What follows belongs to an exercise in optimizing a design on an open flow for small area and a short achievable clock period; a production flow would make more cautious choices. Where RTL was checked, it was by simulation tests only, not by an equivalence proof against the original. Function not checked in runs 4 and 5: the RTL went through the layout flow alone. Power figures rest on the tool's default switching activity, not on a simulated workload.

<file path="flow/run.sh">
#!/bin/bash
# Standard ORFS layout (the standard.sh) with these changes:
#  - synthesis is the standard synthesis script, except that ABC maps the
#    logic with an area-oriented script (flow/area.abc); registers are not
#    touched by ABC, so they come out as in the standard synthesis;
#  - footprint matching off, so timing repair may resize the port buffers;
#  - port buffers start as buf_2 rather than a delay cell;
#  - setup repair aims at a tighter slack margin;
#  - CTS without dummy loads and with larger sink clusters.
set -euo pipefail
here=$(pwd)
export MY_ABC_SCRIPT=$here/flow/area.abc
{
  head -n 1 synth_recipe.tcl
  cat <<'TCL'
proc abc {args} {
  set i [lsearch -exact $args -script]
  if {$i >= 0} { lset args [expr {$i + 1}] $::env(MY_ABC_SCRIPT) }
  yosys abc {*}$args
}
TCL
  tail -n +2 synth_recipe.tcl
} > area_synth.tcl
bash standard.sh \
  SYNTH_SCRIPT=$here/area_synth.tcl \
  MATCH_CELL_FOOTPRINT=0 \
  SETUP_SLACK_MARGIN=6 \
  "BUFFER_PORTS_ARGS=-buffer_cell sky130_fd_sc_hd__buf_2" \
  "CTS_ARGS=-sink_clustering_enable -repair_clock_nets -sink_clustering_size 36 -sink_clustering_max_diameter 70 -buf_list sky130_fd_sc_hd__clkbuf_16 -dont_use_dummy_load" \
  finish > make_finish.log 2>&1
</file>
<file path="flow/area.abc">
strash
dch -f
amap
topo
</file>
<file path="standard.sh">
#!/bin/bash
# synth_recipe.tcl (not shown) runs the flow's synth.tcl, then flattens the netlist and writes it again
# the make line also repeats each setting of config.mk as NAME=value (left out here)
make -C /OpenROAD-flow-scripts/flow DESIGN_CONFIG=/design/flow/config.mk WORK_HOME=/design/flow/orfs CLKGATE_MAP_FILE= SYNTH_SCRIPT=/design/flow/synth_recipe.tcl "${@:-finish}"
</file>
<file path="config.mk">
export PLATFORM = sky130hd
export DESIGN_NAME = xy_frame_sequencer
export DESIGN_NICKNAME = xy_frame_sequencer
export VERILOG_FILES = /design/flow/design.v
export SDC_FILE = /design/flow/constraint.sdc
export NUM_CORES = 4
export LEC_CHECK = 0
export CAP_MARGIN = 20
export CORE_MARGIN = 2
export CORE_UTILIZATION = 55
export SLEW_MARGIN = 20
</file>
<file path="constraint.sdc">
create_clock -name core_clock -period 9.0 [get_ports {clk}]
set_input_delay 1.8000 -clock core_clock [delete_from_list [all_inputs] [get_ports {clk}]]
set_output_delay 1.8000 -clock core_clock [all_outputs]
set_load 0.01 [all_outputs]
</file>
<file path="design.v">
package dandy_pkg;
   localparam logic [7:0] HDR_BYTE = 8'hA5;
   localparam logic [7:0] DAC_MID  = 8'h80;
   typedef struct packed {
      logic [7:0] x;
      logic [7:0] y;
   } point_t;
endpackage
module xy_point_bank (
   input  logic        clk,
   input  logic        en_i,      
   input  logic        load_i,    
   input  logic [15:0] wdata_i,
   input  logic        one_i,     
   input  logic        two_i,     
   input  logic [5:0]  inc_i,     
   output logic [15:0] head_o,
   output logic [15:0] next_o
);
   logic [15:0]        h_q, p1_q;
   logic [30:0][15:0]  s31_q;
   logic [15:0][15:0]  s16_q;
   logic [7:0][15:0]   s8_q;
   logic [3:0][15:0]   s4_q;
   logic [1:0][15:0]   s2_q;
   logic [15:0]        s1_q;
   logic [15:0]        c0, c1, c2, c3, c4, c5, c6;
   assign c0 = load_i ? wdata_i : h_q;
   assign c1 = inc_i[5] ? s31_q[0] : c0;
   assign c2 = inc_i[4] ? s16_q[0] : c1;
   assign c3 = inc_i[3] ? s8_q[0]  : c2;
   assign c4 = inc_i[2] ? s4_q[0]  : c3;
   assign c5 = inc_i[1] ? s2_q[0]  : c4;
   assign c6 = inc_i[0] ? s1_q     : c5;
   assign next_o = one_i ? c0 : p1_q;
   always_ff @(posedge clk)
      if (en_i) begin
         h_q       <= next_o;
         p1_q      <= two_i ? c0 : c6;
         s31_q     <= {c0, s31_q[30:1]};
         s16_q     <= {c1, s16_q[15:1]};
         s8_q      <= {c2, s8_q[7:1]};
         s4_q      <= {c3, s4_q[3:1]};
         s2_q      <= {c4, s2_q[1]};
         s1_q      <= c5;
      end
   assign head_o = h_q;
endmodule
module xy_frame_sequencer
#(
   parameter int          DEPTH   = 64,
   parameter int          DWELL   = 2,
   parameter logic [15:0] TIMEOUT = 16'd50000
) (
   input  logic       clk,
   input  logic       reset,
   input  logic       enable,
   input  logic       step,
   input  logic       rx_valid,
   input  logic [7:0] rx_data,
   output logic [7:0] xdac,
   output logic [7:0] ydac,
   output logic       frame_start,
   output logic       loading,
   output logic       load_err
);
   logic       st_c_q, st_x_q, st_y_q, busy_q, err_q;
   logic [5:0] rem_q;           
   logic       last_q;          
   logic       fx_q;            
   logic [15:0] wd_q;           
   logic       hdr, cnt_ok, wr_en;
   logic       ld_done;
   logic [15:0] wdata;
   assign hdr     = (rx_data == dandy_pkg::HDR_BYTE);
   assign cnt_ok  = (rx_data != 8'd0) && (rx_data <= 8'd64);
   assign wr_en   = rx_valid && st_y_q;
   assign wdata   = {wd_q[15:8], rx_data};
   always_ff @(posedge clk)
      if (reset) begin
         st_c_q <= 1'b0;
         st_x_q <= 1'b0;
         st_y_q <= 1'b0;
         busy_q <= 1'b0;
         err_q  <= 1'b0;
      end else if (rx_valid) begin
         st_c_q <= !busy_q && hdr;
         st_x_q <= (st_c_q && cnt_ok) || (st_y_q && !last_q);
         st_y_q <= st_x_q;
         busy_q <= (!busy_q && hdr) || (st_c_q && cnt_ok) || st_x_q || (st_y_q && !last_q);
         if (st_c_q) err_q <= !cnt_ok;
      end
   always_ff @(posedge clk)
      if (rx_valid) begin
         if (st_c_q) begin
            rem_q  <= 6'(rx_data - 8'd1);
            last_q <= (rx_data == 8'd1);
            fx_q   <= 1'b1;
         end
         if (st_y_q) begin
            rem_q  <= rem_q - 6'd1;
            last_q <= (rem_q == 6'd1);
            fx_q   <= 1'b0;
         end
      end
   logic       one_q [2];
   logic [5:0] inc_q [2];
   logic       two   [2];
   logic [5:0] lidx  [2];       
   for (genvar b = 0; b < 2; b++) begin : g_shape
      assign two[b]  = !one_q[b] && (inc_q[b] == 6'd0);
      assign lidx[b] = one_q[b]    ? 6'd0 :
                       inc_q[b][5] ? {1'b1, inc_q[b][4:0]} : {1'b0, inc_q[b][4:0] + 5'd1};
   end
   logic        run_q, dwell_q, act_q, swp_q, fs_q, rot_q, have_q;
   logic        a_q;            
   logic        w_q;            
   logic        i_q;            
   logic        d_q;            
   logic [5:0]  idx_q;
   logic [15:0] rdata_q;
   logic [15:0] head [2];
   logic [15:0] nxt  [2];
   logic        last_pt, es, adv, wrap, swap_ok, swap_w, swap_i, start, rd_en;
   logic        act_n;
   logic        wr_q, wb_q, lag_q;
   logic [15:0] lhead [2];      
   logic [15:0] c_act, c_new, c_done;
   assign act_n   = ~act_q;
   assign last_pt = (idx_q == lidx[act_q]);
   assign es      = enable && step;
   assign start   = enable && i_q;
   assign adv     = es && a_q;
   assign wrap    = es && w_q;
   assign swap_ok = swp_q && !(st_x_q || st_y_q);
   assign ld_done = rx_valid && d_q;
   assign swap_w  = wrap && (swap_ok || ld_done);
   assign swap_i  = ld_done && !have_q;
   assign rd_en   = start || adv;
   assign c_act   = lhead[act_q];
   assign c_new   = lhead[act_n];
   assign c_done  = one_q[act_n] ? wdata : nxt[act_n];
   always_ff @(posedge clk)
      if (rx_valid && st_x_q && fx_q) begin
         one_q[act_n] <= (rem_q == 6'd0);
         inc_q[act_n] <= {rem_q[5], rem_q[5] ? rem_q[4:0] : rem_q[4:0] - 5'd1};
      end
   always_ff @(posedge clk)
      if (reset) begin
         run_q   <= 1'b0;
         dwell_q <= 1'b0;
         a_q     <= 1'b0;
         w_q     <= 1'b0;
         i_q     <= 1'b0;
         d_q     <= 1'b0;
         idx_q   <= '0;
         act_q   <= 1'b0;
         swp_q   <= 1'b0;
         fs_q    <= 1'b0;
         rot_q   <= 1'b0;
         lag_q   <= 1'b0;
         have_q  <= 1'b0;
         rdata_q <= {dandy_pkg::DAC_MID, dandy_pkg::DAC_MID};
      end else begin
         fs_q   <= start || wrap;
         rot_q  <= rd_en;
         lag_q  <= (rot_q || lag_q) && wr_q && (wb_q == act_q);
         have_q <= have_q || ld_done;
         i_q    <= !run_q && (have_q ? !enable : ld_done);
         if (rx_valid) d_q <= st_x_q && last_q;
         if (start) run_q <= 1'b1;
         if (start)              dwell_q <= 1'b0;
         else if (run_q && es)   dwell_q <= !dwell_q;
         if (run_q && es) begin
            a_q <= !dwell_q;
            w_q <= !dwell_q && last_pt;
         end
         if (start || wrap) idx_q <= '0;
         else if (adv)      idx_q <= idx_q + 6'd1;
         if (swap_i || swap_w) act_q <= act_n;
         if (swap_w)                 swp_q <= 1'b0;
         else if (ld_done && have_q) swp_q <= 1'b1;
         if (wrap && ld_done)       rdata_q <= c_done;
         else if (wrap && swap_ok)  rdata_q <= c_new;
         else if (rd_en)            rdata_q <= c_act;
      end
   always_ff @(posedge clk) begin
      wr_q <= wr_en;
      if (wr_en) wb_q <= act_n;
      if (rx_valid && st_x_q) wd_q[15:8] <= rx_data;
      if (wr_en)              wd_q[7:0]  <= rx_data;
   end
   for (genvar b = 0; b < 2; b++) begin : g_bank
      logic en, ld, rot, sel1;
      assign ld   = wr_q && (wb_q == 1'(b));
      assign rot  = (rot_q || lag_q) && (act_q == 1'(b));
      assign en   = ld || rot;
      assign sel1 = ld || (lag_q && (act_q == 1'(b)));
      assign lhead[b] = sel1 ? nxt[b] : head[b];
      xy_point_bank u_bank (
         .clk     (clk),
         .en_i    (en),
         .load_i  (ld),
         .wdata_i (wd_q),
         .one_i   (one_q[b]),
         .two_i   (two[b]),
         .inc_i   (inc_q[b]),
         .head_o  (head[b]),
         .next_o  (nxt[b])
      );
   end
   assign xdac        = rdata_q[15:8];
   assign ydac        = rdata_q[7:0];
   assign frame_start = fs_q;
   assign loading     = busy_q;
   assign load_err    = err_q;
endmodule
</file>
==> impl_metrics.json, run 1 <==
{
  "p_leak_nw": 22.8,
  "async_flop_share_pct": 0,
  "post-route-min-period_ns": 3.02,
  "netlist_instances": 2894,
  "slowest_stage": "dfxtp_4",
  "finalNetCount": 3180,
  "grt_pass1_wl_mm": 169,
  "yosysTopAreaCell": "edfxtp_1",
  "ir_worst_vdd_mv": 0.184,
  "design.core.area_mm2": 0.123,
  "drv_slew": 0,
  "critPathArrivalTime_ns": 1.22,
  "fmax_mhz": 331,
  "drc_errors": 0,
  "fin_total_pwr_w": 0.0156,
  "diodes": 0,
  "grt_max_degree": 215,
  "worst-slew-pin-transition_ns": 1.19,
  "hold_path_end": "g_bank[0].u_bank.s8_q[35]$_DFFE_PP_",
  "drt_iter0_markers": 3257,
  "synth_cell_types": 35,
  "wl_mm": 115,
  "ys_ff_latch": 2127,
  "hold_class": "flip-flop to flip-flop",
  "fp.dieW_um": 356,
  "hold_viol_final": 0,
  "yosysSeqAreaShare_pct": 93.3,
  "numCtsBuffers": 108,
  "synthesis.area_mm2": 0.0681,
  "setup_viol": 0,
  "critPathBufInv": 1,
  "synth_area_leaders": "edfxtp_1, dfxtp_1, o22a_1, o22ai_1, nor2_1",
  "synth_ff_type": "edfxtp_1",
  "run_status": "timing/DRC/antenna clean",
  "yosys.cell_count.top_type": "edfxtp_1",
  "clockRootBuffer": "clkbuf_16",
  "cp_max_fo": 2,
  "place_congestion": 0.832,
  "worst_r2r_endpoint": "g_bank[1].u_bank.p1_q[2]$_DFFE_PP_",
  "power_density_mw_per_mm2": 208,
  "die_y_um": 356,
  "max-clock-path-buffers": 3,
  "tns_ns": 0,
  "ant_nets": 0,
  "htree_levels": 3,
  "cpLargestDelayFamily": "flip-flops",
  "critPathKind": "flip-flop to output port",
  "grt_pass1_vias": 26407,
  "post_drt_wl_per_cell_um": 24.0,
  "min_period_over_period_pct": 33.6,
  "r2r_setup_slack_ns": 6.06,
  "clock_latency_ns": 0.73,
  "initial_core_util_pct": 55.2,
  "syn-num-nets": 2917,
  "synth_common_cells": "edfxtp_1, nor2_1, clkinv_1",
  "synth_area_per_cell_um2": 23.5,
  "vias": 27686,
  "finalInstanceArea_mm2": 0.0750,
  "rows": 129,
  "clock-skew-final_ns": 0.0937,
  "dieArea_mm2": 0.127,
  "hpwl_mm": 63.6,
  "crit_chain": "buf_6",
  "fill_cells": 8595,
  "synth-edff-count": 2087,
  "yosysWarnings": 10,
  "track_usage_pct": 17.9,
  "cts_hold_buf": 0,
  "syn_to_final_growth_pct": 10.1,
  "worst_setup_path_end_kind": "output port",
  "r2r-start": "wb_q$_DFFE_PP_",
  "cts_tree": "done",
  "synth_top_area_share_pct": 92.1,
  "slew_headroom_pct": 20.5,
  "clock-sinks": 2127,
  "cp_data_required_time_ns": 7.20,
  "grt-ovfl-total": 0,
  "path_clk_slew_ns": 0.12,
  "placed_area_mm2": 0.0708,
  "rsz0062_at_grt": "true",
  "io_pins": 32,
  "port_buffers": 31,
  "min_delay_path_depth": 0,
  "slowest_delay_ns": 0.43,
  "viasPerCell": 5.78,
  "startpoint_type": "flip-flop",
  "first_pass_iters": 6,
  "antenna_found_initial": 5,
  "cap_viol_max_count": 0,
  "drive_above_1_share_pct": 11.6,
  "hp-start": "g_bank[0].u_bank.s8_q[51]$_DFFE_PP_",
  "reg2reg_depth": 14
}
==> cells by family (layout without fill, tap and decap cells) <==
logic type | count (synthesis) | after routing | synth area share [%]
AO/OA/AOI/OAI | 461 | 463 | 4.84
AND/OR/NAND/NOR | 189 | 189 | 1.13
flip-flops | 2127 | 2127 | 93.3
adder cells (fa/ha/maj) | 10 | 10 | 0.184
buffers and inverters | 107 | 366 | 0.590
==> worst reg2reg max path, stage by stage (launching register included) <==
cell	delay, ns
edfxtp_1	0.40
clkinv_1	0.10
nor2_1	0.12
buf_6	0.15
clkinvlp_4	0.10
buf_12	0.16
buf_6	0.16
o22ai_4	0.19
a21oi_1	0.13
o22a_1	0.26
o22a_1	0.21
a22o_1	0.22
a22o_1	0.24
a22oi_1	0.21
o22ai_1	0.10
==> metrics by stage <==
step                cells  utilization [%]  hold WS, ns  setup slack, ns
floorplan            2894                -        0.400            -8.95
global placement     4613             57.4        0.400             3.57
detailed placement   4613             57.4        0.405             3.63
CTS                  4761             60.3        0.364             5.90
global route         4792             60.8        0.369             5.90
finish               4792             60.8        0.362             5.98
==> flip-flops by register name, summed over array words and instances, names as in the netlist, 16 cells and up <==
| name | count |
|---|---|
| g_bank.u_bank.h_q | 32 |
| g_bank.u_bank.p1_q | 32 |
| g_bank.u_bank.s16_q | 512 |
| g_bank.u_bank.s1_q | 32 |
| g_bank.u_bank.s2_q | 64 |
| g_bank.u_bank.s31_q | 992 |
| g_bank.u_bank.s4_q | 128 |
| g_bank.u_bank.s8_q | 256 |
| rdata_q | 16 |
| wd_q | 16 |
==> layer usage <==
metal	up-vias	track usage (%)	share of wire (%)
met1	14547	29.3	48
met4	0	6.06	2.8
met2	744	25.0	44
met3	186	2.82	5.5
met5	-	0	0
li1	12209	-	-
==> power breakdown <==
| part | switching, W | total [W] | internal, W |
|---|---|---|---|
| Clock | 0.00273 | 0.00485 | 0.00213 |
| Sequential | 0.00000455 | 0.0107 | 0.0107 |
| Combinational | 0.0000344 | 0.0000463 | 0.0000118 |
| Total | 0.00276 | 0.0156 | 0.0128 |
==> worst max path at each step <==
stage / from / endpoint / slack (ns) / cells after the start
finish: rdata_q[7]$_SDFFE_PP1P_ / ydac[7] / 5.98 / 1
detailed placement: rx_valid / rdata_q[7]$_SDFFE_PP1P_ / 3.63 / 9
global route: rx_valid / inc_q[1][3]$_DFFE_PP_ / 5.90 / 5
CTS: wr_q$_DFF_P_ / g_bank[0].u_bank.p1_q[6]$_DFFE_PP_ / 5.90 / 13
floorplan: act_q$_SDFFE_PP0P_ / g_bank[1].u_bank.h_q[0]$_DFFE_PP_ / -8.95 / 2
global placement: enable / rdata_q[4]$_SDFFE_PP0P_ / 3.57 / 9
==> cell type report <==
cell class	instances	area, µm²	area share, %
timing repair buffer	147	1490	1.99
multi-input combinational	662	4680	6.25
clock buffer	108	2700	3.61
timing repair inverter	4	25.0	0.0334
sequential	2127	63500	84.8
tap	1637	2050	2.73
inverter	107	469	0.626
==> timing repair <==
action | CTS | global route
hold endpoints to repair | 0 | 0
gates resized for setup | 134 | 55
pin swaps | 7 | 19
buffers inserted | 32 | 28
setup endpoints to repair | 2181 | 570
cloned | 8 | 2
==> placed cells by master (no fill, tap or decap), drive strengths merged, types with 2 or more instances in the layout <==
cell,count
dfxtp,40
a32oi,7
o211ai,4
ha,10
a22o,52
nand3,6
a221o,7
a22oi,39
or3,2
o32ai,9
o22ai,94
nand4,2
inv,4
a31oi,4
o221a,6
a211oi,4
clkbuf,112
o21ai,43
buf,143
o221ai,8
nor2,123
nor3,14
nor4,6
clkinvlp,22
edfxtp,2087
clkinv,85
a21oi,83
a221oi,21
o22a,77
nand2,32
==> inputs of run 2 (changes only) <==
--- a/flow/run.sh
+++ b/flow/run.sh
@@ -26,5 +26,5 @@
   MATCH_CELL_FOOTPRINT=0 \
   SETUP_SLACK_MARGIN=6 \
   "BUFFER_PORTS_ARGS=-buffer_cell sky130_fd_sc_hd__buf_2" \
-  "CTS_ARGS=-sink_clustering_enable -repair_clock_nets -sink_clustering_size 36 -sink_clustering_max_diameter 70 -buf_list sky130_fd_sc_hd__clkbuf_16 -dont_use_dummy_load" \
+  "CTS_ARGS=-sink_clustering_enable -repair_clock_nets -sink_clustering_size 30 -sink_clustering_max_diameter 55 -buf_list sky130_fd_sc_hd__clkbuf_16 -dont_use_dummy_load" \
   finish > make_finish.log 2>&1
==> impl_metrics.json, run 2 <==
{
  "run_status": "timing/DRC/antenna clean",
  "yosys.cell_count.top_type": "edfxtp_1",
  "hold_class": "flip-flop to flip-flop",
  "tns_ns": 0,
  "yosysSeqAreaShare_pct": 93.3,
  "synth_cell_types": 35,
  "startpoint_type": "flip-flop",
  "setup_viol": 0,
  "synth_common_cells": "edfxtp_1, nor2_1, clkinv_1",
  "post-route-min-period_ns": 3.09,
  "yosysWarnings": 10,
  "slowest_delay_ns": 0.42,
  "ys_ff_latch": 2127,
  "grt-ovfl-total": 0,
  "worst-slew-pin-transition_ns": 1.17,
  "synthesis.area_mm2": 0.0681,
  "synth_area_leaders": "edfxtp_1, dfxtp_1, o22a_1, o22ai_1, nor2_1",
  "ant_nets": 0,
  "regArea_mm2": 0.0635,
  "syn-num-nets": 2917,
  "numCtsBuffers": 140,
  "dieArea_mm2": 0.127,
  "fp.dieW_um": 356,
  "max-clock-path-buffers": 3,
  "critPathKind": "flip-flop to output port",
  "post-route-util_pct": 61.5,
  "port_buffers": 31,
  "switchingPower_w": 0.00289,
  "clock-sinks": 2127,
  "min_period_over_period_pct": 34.3,
  "viasPerCell": 5.75,
  "final_common_cell": "edfxtp_1",
  "final_cell_mix": "edfxtp_1, clkbuf_16, nor2_1, buf_4, clkinv_1",
  "p_leak_nw": 23.3,
  "largest-register": "g_bank.u_bank.s31_q",
  "die_y_um": 356,
  "io_pins": 32,
  "track_usage_pct": 18.3,
  "power.share.clock_pct": 34.2,
  "cp_data_required_time_ns": 7.20,
  "hpwl_mm": 63.6,
  "seqPwrFrac_pct": 65.5,
  "drv_slew": 0,
  "fin_hold_ws_ns": 0.374,
  "slowest_stage": "dfxtp_4",
  "cts_hold_buf": 0,
  "yosysTopAreaCell": "edfxtp_1",
  "slew_headroom_pct": 22.1,
  "post_drt_wl_per_cell_um": 23.9,
  "hold_viol_final": 0,
  "intPower_w": 0.0135,
  "vias": 27779,
  "fill_cells": 8491,
  "syn_to_final_growth_pct": 11.3,
  "p_comb_share_pct": 0.3,
  "synth_top_area_share_pct": 92.1,
  "worst_setup_path_end_kind": "output port",
  "clockRootBuffer": "clkbuf_16",
  "synth-edff-count": 2087,
  "grt_pass1_wl_mm": 170,
  "cpLargestDelayFamily": "flip-flops",
  "crit_chain": "buf_6",
  "clock_latency_ns": 0.79,
  "ir_worst_vdd_mv": 0.185,
  "wl_mm": 116,
  "design.core.area_mm2": 0.123,
  "grt_max_degree": 215,
  "power_density_mw_per_mm2": 216,
  "rows": 129,
  "finalNonFillerCells": 4835,
  "finalNetCount": 3223,
  "critPathArrivalTime_ns": 1.29,
  "drc_errors": 0,
  "synth_area_per_cell_um2": 23.5,
  "rsz0062_at_grt": "true",
  "largest_reg_flops": 992,
  "initial_core_util_pct": 55.2,
  "path_clk_slew_ns": 0.09,
  "cts_tree": "done",
  "diodes": 0,
  "switching_share_pct": 17.7,
  "cap_viol_max_count": 0,
  "htree_levels": 4,
  "first_pass_iters": 6,
  "clock-skew-final_ns": 0.0773,
  "async_flop_share_pct": 0,
  "place_congestion": 0.832,
  "critPathBufInv": 1,
  "dp.cells": 4613,
  "multiInputGateArea_mm2": 0.00463,
  "fmax_mhz": 323,
  "antenna_found_initial": 5,
  "grt_pass1_vias": 26672,
  "cp_max_fo": 2,
  "drive_above_1_share_pct": 12.7,
  "netlist_instances": 2894,
  "reg_top3": "g_bank.u_bank.s31_q: 992 flops, g_bank.u_bank.s16_q: 512 flops, g_bank.u_bank.s8_q: 256 flops",
  "drt_iter0_markers": 3119,
  "synth_ff_type": "edfxtp_1"
}
-- run 2: cells by family (layout without fill, tap and decap cells) --
logic type	Yosys count	in the layout	share of synthesized area (%)
adders and majority gates	10	10	0.184
AOI/OAI and AO/OA	461	463	4.84
buffers and inverters	107	409	0.590
DFF	2127	2127	93.3
and+or+nand+nor	189	189	1.13
-- run 2: layout make-up --
cell class | count | area share, %
repair inverters | 4 | 0.0297
repair buffers | 158 | 2.08
multi-input cells | 662 | 6.11
inverters | 107 | 0.614
well taps | 1637 | 2.70
clock buffers | 140 | 4.62
flip-flops and latches | 2127 | 83.8
-- run 2: metal layers --
layer | track usage [%] | vias up | wire length [µm]
met2 | 25.3 | 805 | 50300
met3 | 3.63 | 216 | 6530
met1 | 29.3 | 14452 | 55400
met4 | 6.62 | 0 | 3580
li1 | - | 12306 | -
met5 | 0 | - | 0
-- run 2: power groups by stage --
stage	clock network, W	logic [W]	registers, W
after CTS	0.00584	0.0000447	0.0107
after floorplan	0	0.0000192	0.0109
final	0.00560	0.0000472	0.0107
after detailed placement	0	0.0000420	0.0109
after global routing	0.00617	0.0000504	0.0107
after global placement	0	0.0000413	0.0109
-- run 2: final timing paths --
path	slack, ns	to	depth (start not counted)	from
max	5.91	ydac[1]	1	rdata_q[1]$_SDFFE_PP0P_
min	0.37	g_bank[1].u_bank.s16_q[202]$_DFFE_PP_	0	g_bank[1].u_bank.s16_q[218]$_DFFE_PP_
max reg2reg	6.05	g_bank[1].u_bank.p1_q[7]$_DFFE_PP_	14	wb_q$_DFFE_PP_
min reg2reg	0.37	g_bank[1].u_bank.s16_q[202]$_DFFE_PP_	0	g_bank[1].u_bank.s16_q[218]$_DFFE_PP_
-- run 2: timing repair --
| item | CTS | global route |
|---|---|---|
| gates resized for setup | 130 | 50 |
| pin swaps | 7 | 21 |
| buffers inserted | 34 | 37 |
| cloned | 8 | 2 |
| endpoints found under the setup margin | 2178 | 706 |
-- run 2: stage by stage --
stage	worst slack (ns)	instance area [µm²]	power (W)
3_5_place_dp	3.63	70800	0.0110
4_1_cts	5.83	75200	0.0166
5_1_grt	5.84	75800	0.0169
3_3_place_gp	3.57	70800	0.0110
6_report	5.91	75800	0.0164
2_1_floorplan	-8.95	68100	0.0110
==> inputs of run 3 (changes only) <==
==> flow/run.sh (replaced) <==
#!/bin/bash
# Standard ORFS layout (the standard.sh, standard synthesis unchanged) with
# a few layout knobs passed to make:
#  - footprint matching off, so timing repair may resize the port buffers;
#  - port buffers start as buf_2 rather than a delay cell;
#  - setup repair aims at a tighter slack margin;
#  - CTS without dummy loads and with larger sink clusters.
set -euo pipefail
bash standard.sh \
  MATCH_CELL_FOOTPRINT=0 \
  SETUP_SLACK_MARGIN=6 \
  "BUFFER_PORTS_ARGS=-buffer_cell sky130_fd_sc_hd__buf_2" \
  "CTS_ARGS=-sink_clustering_enable -repair_clock_nets -sink_clustering_size 30 -sink_clustering_max_diameter 80 -buf_list sky130_fd_sc_hd__clkbuf_16 -dont_use_dummy_load" \
  finish > make_finish.log 2>&1
removed: flow/area.abc
==> impl_metrics.json, run 3 <==
{
  "run_status": "timing/DRC/antenna clean",
  "port_buffers": 31,
  "switchingPower_w": 0.00277,
  "viasPerCell": 5.56,
  "yosysTopAreaCell": "edfxtp_1",
  "post-route-min-period_ns": 3.01,
  "design.core.area_mm2": 0.126,
  "intPower_w": 0.0126,
  "yosys.cell_count.top_type": "edfxtp_1",
  "cap_viol_max_count": 0,
  "die_y_um": 360,
  "synth-edff-count": 2087,
  "finalNetCount": 3315,
  "place_congestion": 0.850,
  "fp.dieW_um": 360,
  "synth_common_cells": "edfxtp_1, nor2_1, o21ai_0",
  "drc_errors": 0,
  "synthesis.area_mm2": 0.0696,
  "reg_top3": "g_bank.u_bank.s31_q: 992 flops, g_bank.u_bank.s16_q: 512 flops, g_bank.u_bank.s8_q: 256 flops",
  "hold_viol_final": 0,
  "finalNonFillerCells": 4944,
  "min_period_over_period_pct": 33.5,
  "synth_area_leaders": "edfxtp_1, dfxtp_1, nor2_1, mux2i_1, o21ai_0",
  "track_usage_pct": 16.5,
  "p_leak_nw": 23.4,
  "cp_max_fo": 2,
  "p_comb_share_pct": 0.8,
  "rows": 130,
  "max-clock-path-buffers": 3,
  "cpLargestDelayFamily": "flip-flops",
  "netlist_instances": 3212,
  "clock-sinks": 2127,
  "grt_max_degree": 208,
  "power.share.clock_pct": 28.7,
  "hold_class": "flip-flop to flip-flop",
  "ant_nets": 0,
  "wl_mm": 108,
  "seqPwrFrac_pct": 70.5,
  "post-route-util_pct": 59.5,
  "grt_pass1_vias": 26316,
  "dp.cells": 4834,
  "syn_to_final_growth_pct": 7.32,
  "clock_latency_ns": 0.73,
  "largest-register": "g_bank.u_bank.s31_q",
  "drive_above_1_share_pct": 6.93,
  "setup_viol": 0,
  "slowest_delay_ns": 0.38,
  "numCtsBuffers": 88,
  "hpwl_mm": 61.0,
  "ys_ff_latch": 2127,
  "drt_iter0_markers": 3109,
  "cts_tree": "done",
  "vias": 27472,
  "syn-num-nets": 3235,
  "synth_area_per_cell_um2": 21.7,
  "drv_slew": 0,
  "critPathBufInv": 1,
  "clock-skew-final_ns": 0.0607,
  "crit_chain": "buf_6",
  "cp_data_required_time_ns": 7.20,
  "power_density_mw_per_mm2": 205,
  "startpoint_type": "flip-flop",
  "worst-slew-pin-transition_ns": 1.09,
  "first_pass_iters": 5,
  "synth_ff_type": "edfxtp_1",
  "io_pins": 32,
  "antenna_found_initial": 4,
  "critPathArrivalTime_ns": 1.21,
  "tns_ns": 0,
  "htree_levels": 3,
  "dieArea_mm2": 0.129,
  "post_drt_wl_per_cell_um": 21.8,
  "clockRootBuffer": "clkbuf_16",
  "async_flop_share_pct": 0,
  "yosysWarnings": 10,
  "switching_share_pct": 18.0,
  "initial_core_util_pct": 55.5,
  "worst_setup_path_end_kind": "output port",
  "slew_headroom_pct": 27.0,
  "fmax_mhz": 332,
  "synth_cell_types": 53,
  "largest_reg_flops": 992,
  "cts_hold_buf": 0,
  "rsz0062_at_grt": "true",
  "grt_pass1_wl_mm": 162,
  "path_clk_slew_ns": 0.11,
  "final_cell_mix": "edfxtp_1, nor2_1, o21ai_0, clkbuf_16",
  "slowest_stage": "dfxtp_4",
  "synth_top_area_share_pct": 90.0,
  "final_common_cell": "edfxtp_1",
  "ir_worst_vdd_mv": 0.147,
  "grt-ovfl-total": 0,
  "critPathKind": "flip-flop to output port",
  "yosysSeqAreaShare_pct": 91.1
}
==> run 3: final timing paths <==
check / from / to / slack, ns / cells after the start
setup reg to reg: wr_q$_DFF_P_ / g_bank[0].u_bank.s31_q[434]$_DFFE_PP_ / 6.14 / 5
setup / recovery: rdata_q[5]$_SDFFE_PP0P_ / ydac[5] / 5.99 / 1
hold reg to reg: g_bank[0].u_bank.s2_q[27]$_DFFE_PP_ / g_bank[0].u_bank.s2_q[11]$_DFFE_PP_ / 0.37 / 0
hold / removal: g_bank[0].u_bank.s2_q[27]$_DFFE_PP_ / g_bank[0].u_bank.s2_q[11]$_DFFE_PP_ / 0.37 / 0
==> run 3: final cells by class <==
class                   count  area (µm²)
flip-flops and latches   2127       63500
fillers                  8887       50800
multi-input cells         893        5550
clock buffers              88        2200
well taps                1650        2060
repair buffers             88        1030
inverters                  94         357
diodes                      4        10.0
==> run 3: power by group through the flow <==
stage / Clock [W] / Combinational [W] / Sequential [W]
2_1_floorplan: 0 / 0.0000769 / 0.0111
3_3_place_gp: 0 / 0.000117 / 0.0110
3_5_place_dp: 0 / 0.000121 / 0.0110
4_1_cts: 0.00461 / 0.000126 / 0.0108
5_1_grt: 0.00493 / 0.000140 / 0.0108
6_report: 0.00441 / 0.000127 / 0.0108
==> run 3: timing repair <==
item / CTS / global route
gates cloned: 6 / 1
gates resized for setup: 82 / 22
pin swaps: 2 / 2
endpoints found under the setup margin: 1517 / 593
buffers inserted: 5 / 4
==> run 3: cells by family (layout without fill, tap and decap cells) <==
group	after synthesis	count (layout)	share of synthesized area [%]
DFF	2127	2127	91.1
adders and majority gates	10	10	0.180
buffers and inverters	192	270	1.09
xor gates and xnor gates	34	34	0.428
other	0	4	0
AOI/OAI and AO/OA	365	365	3.42
and+or+nand+nor	411	411	2.70
muxes	73	73	1.05
==> run 3: layer usage <==
metal / vias up / track usage (%) / share of wire [%]
met5: - / 0 / 0
met4: 0 / 4.61 / 2.6
met3: 148 / 2.82 / 4.9
met2: 577 / 23.6 / 44
met1: 14205 / 26.5 / 49
li1: 12542 / - / -
==> run 3: per-stage QoR <==
step	setup slack, ns	hold WS [ns]	instance area [µm²]	power [W]
finish	5.99	0.375	74700	0.0153
global placement	4.97	0.400	71900	0.0112
floorplan	-8.65	0.400	69700	0.0112
CTS	5.92	0.380	74500	0.0156
global route	5.93	0.375	74700	0.0159
detailed placement	4.95	0.405	71900	0.0112
==> inputs of run 4 (changes only) <==
--- a/design.v
+++ b/design.v
@@ -68,6 +68,7 @@
    logic [5:0] rem_q;           
    logic       last_q;          
    logic       fx_q;            
+   logic       cfg_q;           
    logic [15:0] wd_q;           
    logic       hdr, cnt_ok, wr_en;
    logic       ld_done;
@@ -90,6 +91,8 @@
          busy_q <= (!busy_q && hdr) || (st_c_q && cnt_ok) || st_x_q || (st_y_q && !last_q);
          if (st_c_q) err_q <= !cnt_ok;
       end
+   always_ff @(posedge clk)
+      cfg_q <= rx_valid && st_x_q && fx_q;
    always_ff @(posedge clk)
       if (rx_valid) begin
          if (st_c_q) begin
@@ -137,11 +140,14 @@
    assign swap_w  = wrap && (swap_ok || ld_done);
    assign swap_i  = ld_done && !have_q;
    assign rd_en   = start || adv;
+   logic [15:0] y_es, y_e;
    assign c_act   = lhead[act_q];
    assign c_new   = lhead[act_n];
-   assign c_done  = one_q[act_n] ? wdata : nxt[act_n];
-   always_ff @(posedge clk)
-      if (rx_valid && st_x_q && fx_q) begin
+   assign y_es    = w_q ? (swap_ok ? c_new : c_act) : (a_q || i_q) ? c_act : rdata_q;
+   assign y_e     = i_q ? c_act : rdata_q;
+   assign c_done  = fx_q ? wdata : nxt[act_n];
+   always_ff @(posedge clk)
+      if (cfg_q) begin
          one_q[act_n] <= (rem_q == 6'd0);
          inc_q[act_n] <= {rem_q[5], rem_q[5] ? rem_q[4:0] : rem_q[4:0] - 5'd1};
       end
@@ -180,9 +186,7 @@
          if (swap_i || swap_w) act_q <= act_n;
          if (swap_w)                 swp_q <= 1'b0;
          else if (ld_done && have_q) swp_q <= 1'b1;
-         if (wrap && ld_done)       rdata_q <= c_done;
-         else if (wrap && swap_ok)  rdata_q <= c_new;
-         else if (rd_en)            rdata_q <= c_act;
+         if (enable) rdata_q <= !step ? y_e : (rx_valid && w_q && d_q) ? c_done : y_es;
       end
    always_ff @(posedge clk) begin
       wr_q <= wr_en;
--- a/flow/run.sh
+++ b/flow/run.sh
@@ -1,12 +1,28 @@
 #!/bin/bash
-# Standard ORFS layout (the standard.sh, standard synthesis unchanged) with
-# a few layout knobs passed to make:
+# Standard ORFS layout (the standard.sh) with these changes:
+#  - synthesis is the standard synthesis script, except that ABC maps the
+#    logic with an area-oriented script (flow/area.abc); registers are not
+#    touched by ABC, so they come out as in the standard synthesis;
 #  - footprint matching off, so timing repair may resize the port buffers;
 #  - port buffers start as buf_2 rather than a delay cell;
 #  - setup repair aims at a tighter slack margin;
 #  - CTS without dummy loads and with larger sink clusters.
 set -euo pipefail
+here=$(pwd)
+export MY_ABC_SCRIPT=$here/flow/area.abc
+{
+  head -n 1 synth_recipe.tcl
+  cat <<'TCL'
+proc abc {args} {
+  set i [lsearch -exact $args -script]
+  if {$i >= 0} { lset args [expr {$i + 1}] $::env(MY_ABC_SCRIPT) }
+  yosys abc {*}$args
+}
+TCL
+  tail -n +2 synth_recipe.tcl
+} > area_synth.tcl
 bash standard.sh \
+  SYNTH_SCRIPT=$here/area_synth.tcl \
   MATCH_CELL_FOOTPRINT=0 \
   SETUP_SLACK_MARGIN=6 \
   "BUFFER_PORTS_ARGS=-buffer_cell sky130_fd_sc_hd__buf_2" \
==> flow/area.abc (new file) <==
strash
dch -f
amap
topo
==> impl_metrics.json, run 4 <==
{
  "synth_area_per_cell_um2": 23.1,
  "clock-sinks": 2128,
  "slew_headroom_pct": 29.6,
  "first_pass_iters": 5,
  "htree_levels": 3,
  "synth_ff_type": "edfxtp_1",
  "max-clock-path-buffers": 3,
  "syn-num-nets": 2985,
  "synthesis.area_mm2": 0.0683,
  "clockRootBuffer": "clkbuf_16",
  "post-route-util_pct": 60.4,
  "fill_cells": 8606,
  "intPower_w": 0.0126,
  "clock_latency_ns": 0.70,
  "yosys.cell_count.top_type": "edfxtp_1",
  "switchingPower_w": 0.00279,
  "p_leak_nw": 22.7,
  "seqPwrFrac_pct": 70.7,
  "post-route-min-period_ns": 3.00,
  "drive_above_1_share_pct": 10.0,
  "grt-ovfl-total": 0,
  "slowest_delay_ns": 0.41,
  "slowest_stage": "dfxtp_4",
  "fin_total_pwr_w": 0.0154,
  "synth_top_area_share_pct": 91.7,
  "ys_ff_latch": 2128,
  "hold_class": "flip-flop to flip-flop",
  "run_status": "timing/DRC/antenna clean",
  "post_drt_wl_per_cell_um": 23.6,
  "viasPerCell": 5.71,
  "power_density_mw_per_mm2": 207,
  "yosysSeqAreaShare_pct": 92.9,
  "finalNonFillerCells": 4845,
  "rsz0062_at_grt": "true",
  "hp-start": "g_bank[1].u_bank.s2_q[21]$_DFFE_PP_",
  "ir_worst_vdd_mv": 0.234,
  "tns_ns": 0,
  "async_flop_share_pct": 0,
  "rows": 129,
  "grt_pass1_wl_mm": 170,
  "drv_slew": 0,
  "dieArea_mm2": 0.127,
  "synth_common_cells": "edfxtp_1, o22ai_1, clkinv_1",
  "fp.dieW_um": 357,
  "crit_chain": "buf_6",
  "reg_top3": "g_bank.u_bank.s31_q: 992 flops, g_bank.u_bank.s16_q: 512 flops, g_bank.u_bank.s8_q: 256 flops",
  "io_pins": 32,
  "syn_to_final_growth_pct": 9.05,
  "grt_pass1_vias": 26383,
  "initial_core_util_pct": 55.4,
  "placed_area_mm2": 0.0711,
  "netlist_instances": 2962,
  "cts_tree": "done",
  "clock-skew-final_ns": 0.0594,
  "cp-startpoint": "err_q$_SDFFE_PP0P_",
  "p_comb_share_pct": 1.2,
  "yosysTopAreaCell": "edfxtp_1",
  "yosysWarnings": 10,
  "grt_max_degree": 194,
  "critPathArrivalTime_ns": 1.20,
  "finalInstanceArea_mm2": 0.0745,
  "hold_viol_final": 0,
  "critPathKind": "flip-flop to output port",
  "path_clk_slew_ns": 0.10,
  "startpoint_type": "flip-flop",
  "setup_viol": 0,
  "port_buffers": 31,
  "wl_mm": 114,
  "final_common_cell": "edfxtp_1",
  "track_usage_pct": 17.9,
  "cp_data_required_time_ns": 7.20,
  "synth_cell_types": 35,
  "finalNetCount": 3229,
  "power.share.clock_pct": 28.2,
  "critPathBufInv": 1,
  "antenna_found_initial": 10,
  "drc_errors": 0,
  "largest-register": "g_bank.u_bank.s31_q",
  "r2r-start": "st_y_q$_SDFFE_PP0P_",
  "worst-slew-pin-transition_ns": 1.05,
  "cpLargestDelayFamily": "flip-flops",
  "largest_reg_flops": 992,
  "cap_viol_max_count": 0,
  "dp.cells": 4686,
  "fmax_mhz": 333,
  "design.core.area_mm2": 0.123,
  "numCtsBuffers": 86,
  "place_congestion": 0.857,
  "hpwl_mm": 62.5,
  "min_period_over_period_pct": 33.3,
  "worst_setup_path_end_kind": "output port",
  "final_cell_mix": "edfxtp_1, nor2_1, clkinv_1, o22ai_1, clkbuf_16",
  "ant_nets": 0,
  "synth_area_leaders": "edfxtp_1, o22ai_1, dfxtp_1, o22a_1, clkinv_1",
  "synth-edff-count": 2087,
  "vias": 27688,
  "cp_max_fo": 2,
  "drt_iter0_markers": 3098,
  "die_y_um": 357,
  "switching_share_pct": 18.1
}
## run 4: cell types whose count changed after synthesis, sizes merged, moves of 70 or more
cell / previous run / this run
clkbuf: 75 / 0
clkinv: 2 / 132
o22ai: 7 / 134
mux2i: 70 / 0
o22a: 0 / 84
inv: 92 / 0
## run 4: logic make-up after synthesis
logic type               share of synthesized area [%]
buffers and inverters                            0.725
AO/OA/AOI/OAI                                     5.06
adder cells (fa/ha/maj)                          0.183
AND/OR/NAND/NOR                                   1.13
flip-flops                                        92.9
XOR/XNOR                                        0.0128
## run 4: stage by stage
stage / worst slack (ns) / hold WS, ns
after floorplan: -9.15 / 0.400
after global placement: 4.15 / 0.400
after detailed placement: 4.08 / 0.405
after CTS: 5.93 / 0.378
after global routing: 5.90 / 0.379
final: 6.00 / 0.381
## run 4: cell type report
class | instances | area [µm²] | share of cell area [%]
repair inverters | 1 | 7.51 | 0.0101
repair buffers | 154 | 1580 | 2.12
clock buffers | 86 | 2150 | 2.89
inverters | 132 | 563 | 0.755
diodes | 4 | 10.0 | 0.0134
multi-input cells | 703 | 4650 | 6.24
well taps | 1637 | 2050 | 2.75
flip-flops and latches | 2128 | 63500 | 85.2
## run 4: path summary, 6_finish.rpt
path	to	slack, ns	depth (start not counted)
setup / recovery	load_err	6.00	1
setup reg to reg	rdata_q[15]$_SDFFE_PP1P_	6.08	11
hold / removal	g_bank[1].u_bank.s2_q[5]$_DFFE_PP_	0.38	0
hold reg to reg	g_bank[1].u_bank.s2_q[5]$_DFFE_PP_	0.38	0
## run 4: timing repair
item,in CTS,in global routing
setup endpoints to repair,2210,437
gates resized for setup,112,31
gates cloned,10,2
setup buffers,40,17
pin swaps,4,11
hold buffers,0,0
## run 4: power by group through the flow
stage	registers [W]	logic, W	clock network, W
detailed placement	0.0111	0.000163	0
global route	0.0109	0.000196	0.00484
floorplan	0.0112	0.0000931	0
global placement	0.0111	0.000159	0
finish	0.0109	0.000180	0.00434
CTS	0.0109	0.000176	0.00454
## run 4: per-layer routing
layer,up-vias,routed length [µm],track usage [%]
li1,12404,-,-
met1,14487,59000,30.8
met2,639,47400,24.3
met3,152,5300,2.55
met4,6,2710,4.51
met5,-,40,0
==> inputs of run 5 (changes only) <==
--- a/design.v
+++ b/design.v
@@ -124,13 +124,15 @@
    logic [15:0] rdata_q;
    logic [15:0] head [2];
    logic [15:0] nxt  [2];
-   logic        last_pt, es, adv, wrap, swap_ok, swap_w, swap_i, start, rd_en;
+   logic        lp_q, l0_act, l0_new, l_inc, es, adv, wrap, swap_ok, swap_w, swap_i, start, rd_en;
    logic        act_n;
    logic        wr_q, wb_q, lag_q;
    logic [15:0] lhead [2];      
    logic [15:0] c_act, c_new, c_done;
    assign act_n   = ~act_q;
-   assign last_pt = (idx_q == lidx[act_q]);
+   assign l0_act  = (lidx[act_q] == 6'd0);
+   assign l0_new  = (lidx[act_n] == 6'd0);
+   assign l_inc   = (idx_q + 6'd1 == lidx[act_q]);
    assign es      = enable && step;
    assign start   = enable && i_q;
    assign adv     = es && a_q;
@@ -157,6 +159,7 @@
          dwell_q <= 1'b0;
          a_q     <= 1'b0;
          w_q     <= 1'b0;
+         lp_q    <= 1'b0;
          i_q     <= 1'b0;
          d_q     <= 1'b0;
          idx_q   <= '0;
@@ -179,8 +182,11 @@
          else if (run_q && es)   dwell_q <= !dwell_q;
          if (run_q && es) begin
             a_q <= !dwell_q;
-            w_q <= !dwell_q && last_pt;
+            w_q <= !dwell_q && lp_q;
          end
+         if (start)     lp_q <= l0_act;
+         else if (wrap) lp_q <= (rx_valid && d_q) ? fx_q : swap_ok ? l0_new : l0_act;
+         else if (adv)  lp_q <= l_inc;
          if (start || wrap) idx_q <= '0;
          else if (adv)      idx_q <= idx_q + 6'd1;
          if (swap_i || swap_w) act_q <= act_n;
==> impl_metrics.json, run 5 <==
{
  "drive_above_1_share_pct": 10.6,
  "hold_viol_final": 0,
  "run_status": "timing/DRC/antenna clean",
  "synth_compound_area_share_pct": 5.38,
  "min_period_over_period_pct": 32.9,
  "final_common_cell": "edfxtp_1",
  "post-route-min-period_ns": 2.96,
  "synthesis.area_mm2": 0.0684,
  "reg_top3": "g_bank.u_bank.s31_q: 992 flops, g_bank.u_bank.s16_q: 512 flops, g_bank.u_bank.s8_q: 256 flops",
  "r2r-start": "fx_q$_SDFFCE_PP0P_",
  "synth-edff-count": 2087,
  "clock-skew-final_ns": 0.0650,
  "yosysSeqAreaShare_pct": 92.8,
  "seqPwrFrac_pct": 70.3,
  "fp.dieW_um": 357,
  "vias": 27872,
  "clockRootBuffer": "clkbuf_16",
  "worst-slew-pin-transition_ns": 1.03,
  "slowest_delay_ns": 0.35,
  "ant_nets": 0,
  "synthXorXnorAreaFrac_pct": 0,
  "startpoint_type": "flip-flop",
  "synthSimpleGateAreaFrac_pct": 1.04,
  "yosysTopAreaCell": "edfxtp_1",
  "fmax_mhz": 337,
  "syn_to_final_growth_pct": 9.26,
  "grt_max_degree": 143,
  "critPathBufInv": 1,
  "synth_top_area_share_pct": 91.6,
  "setup_viol": 0,
  "power.share.clock_pct": 28.7,
  "design.core.area_mm2": 0.124,
  "synth_top_family_by_area": "compound AO/OA/AOI/OAI gates",
  "die_y_um": 357,
  "async_flop_share_pct": 0,
  "post-place-ws_ns": 4.51,
  "largest_reg_flops": 992,
  "synth_area_per_cell_um2": 23.3,
  "syn-num-nets": 2956,
  "numCtsBuffers": 89,
  "rsz0062_at_grt": "true",
  "p_comb_share_pct": 1.0,
  "critPathArrivalTime_ns": 1.16,
  "hp-start": "g_bank[1].u_bank.s2_q[26]$_DFFE_PP_",
  "drt_iter0_markers": 3314,
  "finalNetCount": 3208,
  "first_pass_iters": 5,
  "worst_slack_ns": 6.04,
  "post_drt_wl_per_cell_um": 24.1,
  "diodes": 0,
  "slowest_stage": "dfxtp_2",
  "cp_max_fo": 2,
  "synth_area_leaders": "edfxtp_1, dfxtp_1, o22ai_1, o22a_1, a22o_1",
  "viasPerCell": 5.78,
  "crit_chain": "buf_6",
  "fin_total_pwr_w": 0.0154,
  "p_leak_nw": 22.8,
  "slew_headroom_pct": 31.3,
  "critPathKind": "flip-flop to output port",
  "placed_area_mm2": 0.0712,
  "synthAdderAreaFrac_pct": 0.201,
  "yosysWarnings": 10,
  "cts_tree": "done",
  "reg2reg_depth": 4,
  "worst_setup_path_end_kind": "output port",
  "rows": 129,
  "grt_pass1_vias": 26966,
  "intPower_w": 0.0126,
  "cts_hold_buf": 0,
  "wl_mm": 116,
  "ys_ff_latch": 2129,
  "max-clock-path-buffers": 3,
  "dieArea_mm2": 0.127,
  "netlist_instances": 2932,
  "switching_share_pct": 18.1,
  "power_density_mw_per_mm2": 206,
  "grt_pass1_wl_mm": 173,
  "worst_r2r_endpoint": "rdata_q[0]$_SDFFE_PP0P_",
  "synth_mux_area_share_pct": 0,
  "yosys.cell_count.top_type": "edfxtp_1",
  "min_delay_path_depth": 0,
  "hold_path_end": "g_bank[1].u_bank.s2_q[10]$_DFFE_PP_",
  "place_congestion": 0.920,
  "synth_common_cells": "edfxtp_1, nor2_1, o22ai_1",
  "finalInstanceArea_mm2": 0.0748,
  "synth_ff_type": "edfxtp_1",
  "hpwl_mm": 63.1,
  "path_clk_slew_ns": 0.10,
  "cp_data_required_time_ns": 7.20,
  "track_usage_pct": 18.3,
  "clock-sinks": 2129,
  "hold_class": "flip-flop to flip-flop",
  "drv_slew": 0,
  "synth_cell_types": 32,
  "clock_latency_ns": 0.70,
  "htree_levels": 3,
  "largest-register": "g_bank.u_bank.s31_q",
  "tns_ns": 0,
  "final_cell_mix": "edfxtp_1, nor2_1, clkbuf_16, buf_4, o22ai_1",
  "antenna_found_initial": 8,
  "port_buffers": 31,
  "io_pins": 32,
  "cpLargestDelayFamily": "flip-flops",
  "grt-ovfl-total": 0,
  "initial_core_util_pct": 55.3,
  "drc_errors": 0,
  "cap_viol_max_count": 0,
  "switchingPower_w": 0.00278,
  "r2r_setup_slack_ns": 6.04,
  "ir_worst_vdd_mv": 0.175
}
## run 5: logic make-up (layout without fill, tap and decap cells)
| group | Yosys count | in the layout |
|---|---|---|
| compound gates | 519 | 519 |
| simple gates | 173 | 173 |
| flops | 2129 | 2129 |
| fa+ha+maj | 11 | 11 |
| buf+inv | 100 | 350 |
## run 5: power groups by stage
| stage | clock network, W | registers [W] | logic, W |
|---|---|---|---|
| 2_1_floorplan | 0 | 0.0111 | 0.0000745 |
| 3_3_place_gp | 0 | 0.0111 | 0.000134 |
| 3_5_place_dp | 0 | 0.0111 | 0.000136 |
| 4_1_cts | 0.00463 | 0.0108 | 0.000148 |
| 5_1_grt | 0.00495 | 0.0108 | 0.000165 |
| 6_report | 0.00442 | 0.0108 | 0.000151 |
## run 5: cell type report
| type | instances | area (µm²) |
|---|---|---|
| well taps | 1637 | 2050 |
| multi-input cells | 703 | 4930 |
| fillers | 8699 | 48900 |
| flip-flops and latches | 2129 | 63500 |
| repair inverters | 1 | 7.51 |
| clock buffers | 89 | 2230 |
| inverters | 100 | 435 |
| repair buffers | 160 | 1570 |
## run 5: per-stage QoR
step | cells | utilization [%] | hold WS, ns
after floorplan | 2932 | - | 0.400
after global placement | 4656 | 57.6 | 0.400
after detailed placement | 4657 | 57.6 | 0.405
after CTS | 4797 | 60.2 | 0.391
after global routing | 4819 | 60.5 | 0.384
final | 4819 | 60.5 | 0.386
## run 5: worst max-delay path by stage
stage                     depth (start not counted)  slack (ns)                               endpoint                  start
after floorplan                                   2       -9.24      g_bank[1].u_bank.h_q[0]$_DFFE_PP_     act_q$_SDFFE_PP0P_
after global placement                            6        4.33  g_bank[0].u_bank.s16_q[242]$_DFFE_PP_           wr_q$_DFF_P_
after detailed placement                         12        4.51     g_bank[1].u_bank.p1_q[3]$_DFFE_PP_         wb_q$_DFFE_PP_
after CTS                                        13        5.91                      lp_q$_SDFFE_PP0P_  inc_q[0][1]$_DFFE_PP_
after global routing                             14        5.87                      lp_q$_SDFFE_PP0P_  inc_q[0][0]$_DFFE_PP_
final                                             1        6.04                               load_err     err_q$_SDFFE_PP0P_
## run 5: timing repair
item / 4_1_cts / 5_1_grt
buffers inserted: 42 / 21
endpoints found under the setup margin: 2191 / 359
pin swaps: 9 / 7
gates resized for setup: 111 / 50
cloned: 9 / 1
## run 5: routing by layer
metal / vias to the layer above / GRT usage, % / wire, µm / share of wire (%)
met5: - / 0 / 52 / 0.045
met4: 8 / 5.03 / 2790 / 2.4
met3: 162 / 3.10 / 6610 / 5.7
met2: 708 / 25.0 / 48600 / 42
met1: 14601 / 30.5 / 57900 / 50
li1: 12393 / - / - / -
==> inputs of run 6 (changes only) <==
--- a/design.v
+++ b/design.v
@@ -126,7 +126,9 @@
    logic [15:0] nxt  [2];
    logic        lp_q, l0_act, l0_new, l_inc, es, adv, wrap, swap_ok, swap_w, swap_i, start, rd_en;
    logic        act_n;
-   logic        wr_q, wb_q, lag_q;
+   logic        lag_q, lag_d, act_d;
+   logic        ld_q [2];       
+   logic        en_q [2];       
    logic [15:0] lhead [2];      
    logic [15:0] c_act, c_new, c_done;
    assign act_n   = ~act_q;
@@ -142,6 +144,8 @@
    assign swap_w  = wrap && (swap_ok || ld_done);
    assign swap_i  = ld_done && !have_q;
    assign rd_en   = start || adv;
+   assign act_d   = act_q ^ (swap_i || swap_w);
+   assign lag_d   = (rot_q || lag_q) && ld_q[act_q];
    logic [15:0] y_es, y_e;
    assign c_act   = lhead[act_q];
    assign c_new   = lhead[act_n];
@@ -173,7 +177,7 @@
       end else begin
          fs_q   <= start || wrap;
          rot_q  <= rd_en;
-         lag_q  <= (rot_q || lag_q) && wr_q && (wb_q == act_q);
+         lag_q  <= lag_d;
          have_q <= have_q || ld_done;
          i_q    <= !run_q && (have_q ? !enable : ld_done);
          if (rx_valid) d_q <= st_x_q && last_q;
@@ -189,28 +193,28 @@
          else if (adv)  lp_q <= l_inc;
          if (start || wrap) idx_q <= '0;
          else if (adv)      idx_q <= idx_q + 6'd1;
-         if (swap_i || swap_w) act_q <= act_n;
+         act_q  <= act_d;
          if (swap_w)                 swp_q <= 1'b0;
          else if (ld_done && have_q) swp_q <= 1'b1;
          if (enable) rdata_q <= !step ? y_e : (rx_valid && w_q && d_q) ? c_done : y_es;
       end
    always_ff @(posedge clk) begin
-      wr_q <= wr_en;
-      if (wr_en) wb_q <= act_n;
       if (rx_valid && st_x_q) wd_q[15:8] <= rx_data;
       if (wr_en)              wd_q[7:0]  <= rx_data;
    end
    for (genvar b = 0; b < 2; b++) begin : g_bank
-      logic en, ld, rot, sel1;
-      assign ld   = wr_q && (wb_q == 1'(b));
-      assign rot  = (rot_q || lag_q) && (act_q == 1'(b));
-      assign en   = ld || rot;
-      assign sel1 = ld || (lag_q && (act_q == 1'(b)));
+      logic ld_d, sel1;
+      assign ld_d = wr_en && (act_n == 1'(b));
+      always_ff @(posedge clk) begin
+         ld_q[b] <= ld_d;
+         en_q[b] <= ld_d || (!reset && (rd_en || lag_d) && (act_d == 1'(b)));
+      end
+      assign sel1 = ld_q[b] || (lag_q && (act_q == 1'(b)));
       assign lhead[b] = sel1 ? nxt[b] : head[b];
       xy_point_bank u_bank (
          .clk     (clk),
-         .en_i    (en),
-         .load_i  (ld),
+         .en_i    (en_q[b]),
+         .load_i  (ld_q[b]),
          .wdata_i (wd_q),
          .one_i   (one_q[b]),
          .two_i   (two[b]),
--- a/config.mk
+++ b/config.mk
@@ -8,4 +8,5 @@
 export CAP_MARGIN = 20
 export CORE_MARGIN = 2
 export CORE_UTILIZATION = 55
+export PLACE_DENSITY = 0.66
 export SLEW_MARGIN = 20
==> impl_metrics.json, run 6 <==
{
  "run_status": "timing/DRC/antenna clean",
  "io_pins": 32,
  "cp_data_required_time_ns": 9.63,
  "largest-register": "g_bank.u_bank.s31_q",
  "htree_levels": 3,
  "synth_ff_type": "edfxtp_1",
  "yosysTopAreaCell": "edfxtp_1",
  "post-route-min-period_ns": 3.04,
  "critPathBufInv": 1,
  "track_usage_pct": 16.3,
  "yosysWarnings": 14,
  "path_clk_slew_ns": 0.10,
  "viasPerCell": 5.68,
  "clock_latency_ns": 0.70,
  "clock-sinks": 2131,
  "place_congestion": 0.819,
  "yosys.cell_count.top_type": "edfxtp_1",
  "critPathArrivalTime_ns": 3.66,
  "cp_max_fo": 18,
  "drt_iter0_markers": 3078,
  "clock-skew-final_ns": 0.0746,
  "reg_top3": "g_bank.u_bank.s31_q: 992 flops, g_bank.u_bank.s16_q: 512 flops, g_bank.u_bank.s8_q: 256 flops",
  "largest_reg_flops": 992,
  "hpwl_mm": 58.2,
  "slowest_stage": "or4_1",
  "final_cell_mix": "edfxtp_1, o22ai_1, o22a_1, nor2_1, clkinv_1",
  "critPathKind": "flip-flop to flip-flop",
  "port_buffers": 31,
  "vias": 27311,
  "fmax_mhz": 329,
  "rows": 129,
  "placed_area_mm2": 0.0711,
  "dieArea_mm2": 0.127,
  "setup_viol": 0,
  "r2r_setup_slack_ns": 5.96,
  "finalInstanceArea_mm2": 0.0744,
  "min_delay_path_depth": 0,
  "yosysSeqAreaShare_pct": 92.7,
  "hold_class": "flip-flop to flip-flop",
  "synth_top_area_share_pct": 91.4,
  "initial_core_util_pct": 55.4,
  "min_period_over_period_pct": 33.7,
  "die_y_um": 357,
  "netlist_instances": 2959,
  "fp.dieW_um": 357,
  "grt_pass1_wl_mm": 158,
  "synth_area_leaders": "edfxtp_1, o22a_1, o22ai_1, dfxtp_1, nor2_1",
  "final_common_cell": "edfxtp_1",
  "drive_above_1_share_pct": 9.34,
  "async_flop_share_pct": 0,
  "ant_nets": 0,
  "syn-num-nets": 2983,
  "grt-ovfl-total": 0,
  "antenna_found_initial": 11,
  "worst_setup_path_end_kind": "flip-flop",
  "tns_ns": 0,
  "hold_path_end": "g_bank[0].u_bank.s31_q[167]$_DFFE_PP_",
  "cap_viol_max_count": 0,
  "design.core.area_mm2": 0.124,
  "worst_r2r_endpoint": "lp_q$_SDFFE_PP0P_",
  "grt_max_degree": 228,
  "cpLargestDelayFamily": "simple AND/OR/NAND/NOR gates",
  "worst-slew-pin-transition_ns": 1.07,
  "r2r-start": "inc_q[0][0]$_DFFE_PP_",
  "crit_chain": "buf_4 -> ha_1 -> nand2_1 -> nor2_1 -> a211oi_2 -> o22a_1 -> o21ai_0 -> or4_1 -> nor4_1 -> nor2_1 -> o22ai_1 -> nor2b_1 -> a21oi_1 -> nor2_1",
  "drc_errors": 0,
  "ir_worst_vdd_mv": 0.176,
  "reg2reg_depth": 14,
  "syn_to_final_growth_pct": 8.59,
  "first_pass_iters": 6,
  "max-clock-path-buffers": 3,
  "synth-edff-count": 2086,
  "rsz0062_at_grt": "true",
  "p_leak_nw": 22.5,
  "power_density_mw_per_mm2": 206,
  "finalNetCount": 3196,
  "startpoint_type": "flip-flop",
  "slew_headroom_pct": 28.6,
  "slowest_delay_ns": 0.52,
  "wl_mm": 105,
  "ys_ff_latch": 2131,
  "synthesis.area_mm2": 0.0685,
  "grt_pass1_vias": 26052,
  "hp-start": "g_bank[0].u_bank.s31_q[183]$_DFFE_PP_",
  "drv_slew": 0,
  "numCtsBuffers": 88,
  "hold_viol_final": 0,
  "synth_common_cells": "edfxtp_1, o22ai_1, nor2_1",
  "path_common_cell": "nor2_1",
  "post_drt_wl_per_cell_um": 21.8,
  "cts_tree": "done",
  "clockRootBuffer": "clkbuf_16",
  "synth_cell_types": 32,
  "synth_area_per_cell_um2": 23.2
}
==> run 6: layout make-up <==
type,count,area [µm²]
diodes,5,12.5
clock buffers,88,2200
fillers,8599,49200
inverters,121,537
multi-input cells,707,4800
flip-flops and latches,2131,63600
well taps,1637,2050
repair buffers,119,1200
repair inverters,4,22.5
==> run 6: logic make-up after synthesis <==
group                      Yosys count  synth area share (%)
and+or+nand+nor                    177                  1.06
buffers and inverters              121                 0.663
adders and majority gates           11                 0.201
DFF                               2131                  92.7
AOI/OAI and AO/OA                  519                  5.38
==> run 6: per-layer routing <==
layer  track usage [%]  vias up  wire length, µm
met3              2.93      153             5190
met5                 0        -               80
met2              22.6      598            45100
met1              27.0    14176            52400
met4              3.92       14             2280
li1                  -    12370                -
==> run 6: how the worst max path moves through the flow <==
stage                            startpoint                           endpoint  slack (ns)  cells after the start
floorplan                   en_q[0]$_DFF_P_  g_bank[0].u_bank.h_q[0]$_DFFE_PP_        1.26                      0
global placement                       step            rdata_q[0]$_SDFFE_PP0P_        3.37                     10
detailed placement                     step           rdata_q[13]$_SDFFE_PP0P_        3.91                     10
CTS                 rdata_q[2]$_SDFFE_PP0P_                            ydac[2]        5.94                      1
global route          inc_q[1][0]$_DFFE_PP_                  lp_q$_SDFFE_PP0P_        5.79                     14
finish                inc_q[0][0]$_DFFE_PP_                  lp_q$_SDFFE_PP0P_        5.96                     14
==> run 6: where the power goes <==
part | switching (W) | total (W) | internal (W)
Combinational | 0.0000964 | 0.000132 | 0.0000353
Clock | 0.00261 | 0.00437 | 0.00176
Sequential | 0.0000247 | 0.0108 | 0.0108
==> run 6: through the flow <==
stage                     hold WS, ns  utilization, %  instances  total power (W)  setup WS, ns
after detailed placement        0.405            57.5       4656           0.0112          3.91
after floorplan                 0.400               -       2959           0.0111          1.26
after global routing            0.370            60.2       4809           0.0159          5.79
after global placement          0.400            57.5       4655           0.0112          3.37
final                           0.351            60.2       4812           0.0153          5.96
after CTS                       0.348            60.0       4795           0.0155          5.94
==> run 6: what timing repair did <==
action	CTS	global route
resized for setup	110	27
endpoints found under the setup margin	459	361
setup buffers	47	9
cloned	4	1
hold buffers	0	0
pin swaps	1	1
==> run 6: worst reg2reg max path, cell delays in order, from the launching register on <==
cell	delay, ns
edfxtp_1	0.47
buf_4	0.25
ha_1	0.21
nand2_1	0.12
nor2_1	0.07
a211oi_2	0.28
o22a_1	0.22
o21ai_0	0.08
or4_1	0.52
nor4_1	0.26
nor2_1	0.07
o22ai_1	0.14
nor2b_1	0.17
a21oi_1	0.05
nor2_1	0.10
==> inputs of run 7 (changes only) <==
--- a/config.mk
+++ b/config.mk
@@ -8,5 +8,4 @@
 export CAP_MARGIN = 20
 export CORE_MARGIN = 2
 export CORE_UTILIZATION = 55
-export PLACE_DENSITY = 0.66
 export SLEW_MARGIN = 20
==> impl_metrics.json, run 7 <==
{
  "cp_max_fo": 2,
  "largest-register": "g_bank.u_bank.s31_q",
  "synth_area_per_cell_um2": 23.2,
  "clock-sinks": 2131,
  "hold_class": "flip-flop to flip-flop",
  "dieArea_mm2": 0.127,
  "clock_latency_ns": 0.71,
  "yosysWarnings": 14,
  "synth_ff_type": "edfxtp_1",
  "ant_nets": 0,
  "finalNetCount": 3220,
  "final_common_cell": "edfxtp_1",
  "ir_worst_vdd_mv": 0.186,
  "drc_errors": 0,
  "post_drt_wl_per_cell_um": 22.7,
  "hp-start": "g_bank[0].u_bank.s16_q[175]$_DFFE_PP_",
  "cap_viol_max_count": 0,
  "startpoint_type": "flip-flop",
  "slowest_delay_ns": 0.42,
  "syn-num-nets": 2983,
  "critPathArrivalTime_ns": 1.23,
  "cts_hold_buf": 0,
  "post-route-min-period_ns": 3.03,
  "slew_headroom_pct": 25.4,
  "synth_top_area_share_pct": 91.4,
  "final_cell_mix": "edfxtp_1, o22ai_1, o22a_1, nor2_1, clkinv_1",
  "synth_common_cells": "edfxtp_1, o22ai_1, nor2_1",
  "async_flop_share_pct": 0,
  "clock-skew-final_ns": 0.0810,
  "tns_ns": 0,
  "rsz0062_at_grt": "true",
  "drv_slew": 0,
  "io_pins": 32,
  "largest_reg_flops": 992,
  "hold_viol_final": 0,
  "netlist_instances": 2959,
  "synth-edff-count": 2086,
  "r2r-start": "inc_q[0][0]$_DFFE_PP_",
  "worst_setup_path_end_kind": "output port",
  "rows": 129,
  "worst-path-stages": 1,
  "design.core.area_mm2": 0.124,
  "reg_top3": "g_bank.u_bank.s31_q: 992 flops, g_bank.u_bank.s16_q: 512 flops, g_bank.u_bank.s8_q: 256 flops",
  "antenna_found_initial": 15,
  "grt_pass1_vias": 26249,
  "synth_cell_types": 32,
  "crit_chain": "buf_2",
  "critPathKind": "flip-flop to output port",
  "yosysSeqAreaShare_pct": 92.7,
  "fmax_mhz": 330,
  "numCtsBuffers": 86,
  "grt_pass1_wl_mm": 163,
  "grt-ovfl-total": 0,
  "vias": 27453,
  "min_delay_path_depth": 0,
  "cp-startpoint": "rdata_q[11]$_SDFFE_PP0P_",
  "run_status": "timing/DRC/antenna clean",
  "critPathBufInv": 1,
  "ys_ff_latch": 2131,
  "p_leak_nw": 22.6,
  "drive_above_1_share_pct": 9.74,
  "synthesis.area_mm2": 0.0685,
  "wl_mm": 110,
  "cts_tree": "done",
  "viasPerCell": 5.68,
  "max-clock-path-buffers": 3,
  "hpwl_mm": 60.9,
  "place_congestion": 0.834,
  "reg2reg_depth": 15,
  "slowest_stage": "dfxtp_2",
  "port_buffers": 31,
  "cpLargestDelayFamily": "flip-flops",
  "yosysTopAreaCell": "edfxtp_1",
  "syn_to_final_growth_pct": 8.60,
  "setup_viol": 0,
  "power_density_mw_per_mm2": 206,
  "grt_max_degree": 214,
  "htree_levels": 3,
  "die_y_um": 357,
  "fin_hold_ws_ns": 0.393,
  "clockRootBuffer": "clkbuf_16",
  "min_period_over_period_pct": 33.7,
  "drt_iter0_markers": 3351,
  "path_clk_slew_ns": 0.10,
  "worst-slew-pin-transition_ns": 1.12,
  "track_usage_pct": 17.0,
  "cp_data_required_time_ns": 7.20,
  "initial_core_util_pct": 55.4,
  "synth_area_leaders": "edfxtp_1, o22a_1, o22ai_1, dfxtp_1, nor2_1",
  "yosys.cell_count.top_type": "edfxtp_1",
  "fp.dieW_um": 357,
  "first_pass_iters": 6
}
## run 7: cell counts after synthesis
Identical to the previous run, type by type.
## run 7: stage by stage
step / power (W) / setup WS, ns / utilization, % / instance area [µm²] / instances
after global placement: 0.0112 / 4.83 / 57.6 / 71200 / 4669
after global routing: 0.0159 / 5.84 / 60.2 / 74400 / 4833
after CTS: 0.0155 / 5.77 / 59.7 / 73800 / 4779
after detailed placement: 0.0112 / 4.87 / 57.6 / 71200 / 4669
final: 0.0153 / 5.97 / 60.2 / 74400 / 4835
after floorplan: 0.0111 / 1.26 / - / 68600 / 2959
## run 7: where the power goes
part | total, W | switching, W | internal, W | leakage, nW
logic | 0.000134 | 0.0000979 | 0.0000363 | 2.35
registers | 0.0108 | 0.0000254 | 0.0108 | 19.2
clock network | 0.00436 | 0.00264 | 0.00172 | 1.06
## run 7: cell type report
cell class	count	area, µm²
sequential	2131	63600
fill	8698	49200
multi-input combinational	707	4720
clock buffer	86	2150
tap	1637	2050
timing repair buffer	144	1330
inverter	121	537
timing repair inverter	5	32.5
antenna	4	10.0
## run 7: timing repair
item | in CTS | in global routing
resized for setup | 82 | 49
cloned | 1 | 6
hold endpoints to repair | 0 | 0
pin swaps | 0 | 2
setup endpoints to repair | 768 | 636
setup buffers | 23 | 46
## run 7: worst paths after layout
path,end,slack (ns)
max reg2reg,lp_q$_SDFFE_PP0P_,6.02
max,xdac[3],5.97
min,g_bank[0].u_bank.s16_q[159]$_DFFE_PP_,0.39
min reg2reg,g_bank[0].u_bank.s16_q[159]$_DFFE_PP_,0.39
## run 7: kinds of logic after synthesis
kind of cell	count (synthesis)	synth area share, %
buffers and inverters	121	0.663
AND/OR/NAND/NOR	177	1.06
flip-flops	2131	92.7
AO/OA/AOI/OAI	519	5.38
adder cells (fa/ha/maj)	11	0.201
## run 7: layer usage
layer	GRT usage, %	up-vias	part of all wire, %
met5	0	-	0.066
met2	23.7	595	43
met3	2.61	145	5.1
met4	4.49	12	2.1
met1	28.2	14250	50
li1	-	12451	-
## run 7: worst reg2reg max path: stages, from the launching register on
cell	delay (ns)
edfxtp_1	0.36
buf_4	0.15
clkinvlp_4	0.15
ha_1	0.36
o221a_4	0.25
or4_1	0.47
nor3_1	0.19
nor3_1	0.08
a211oi_1	0.18
a21oi_1	0.07
nor3_1	0.16
nor2_1	0.06
o22ai_1	0.13
nor2b_1	0.14
a21oi_1	0.05
nor2_1	0.07

Re-timed with assumed drivers on the ports (clkbuf_16 on the clock, buf_2 on other inputs), run 7 has 5.892 ns of setup slack against 5.969 ns with ideal ports, and 5.367 ns once port delays also move by the mid clock arrival of 0.750 ns.
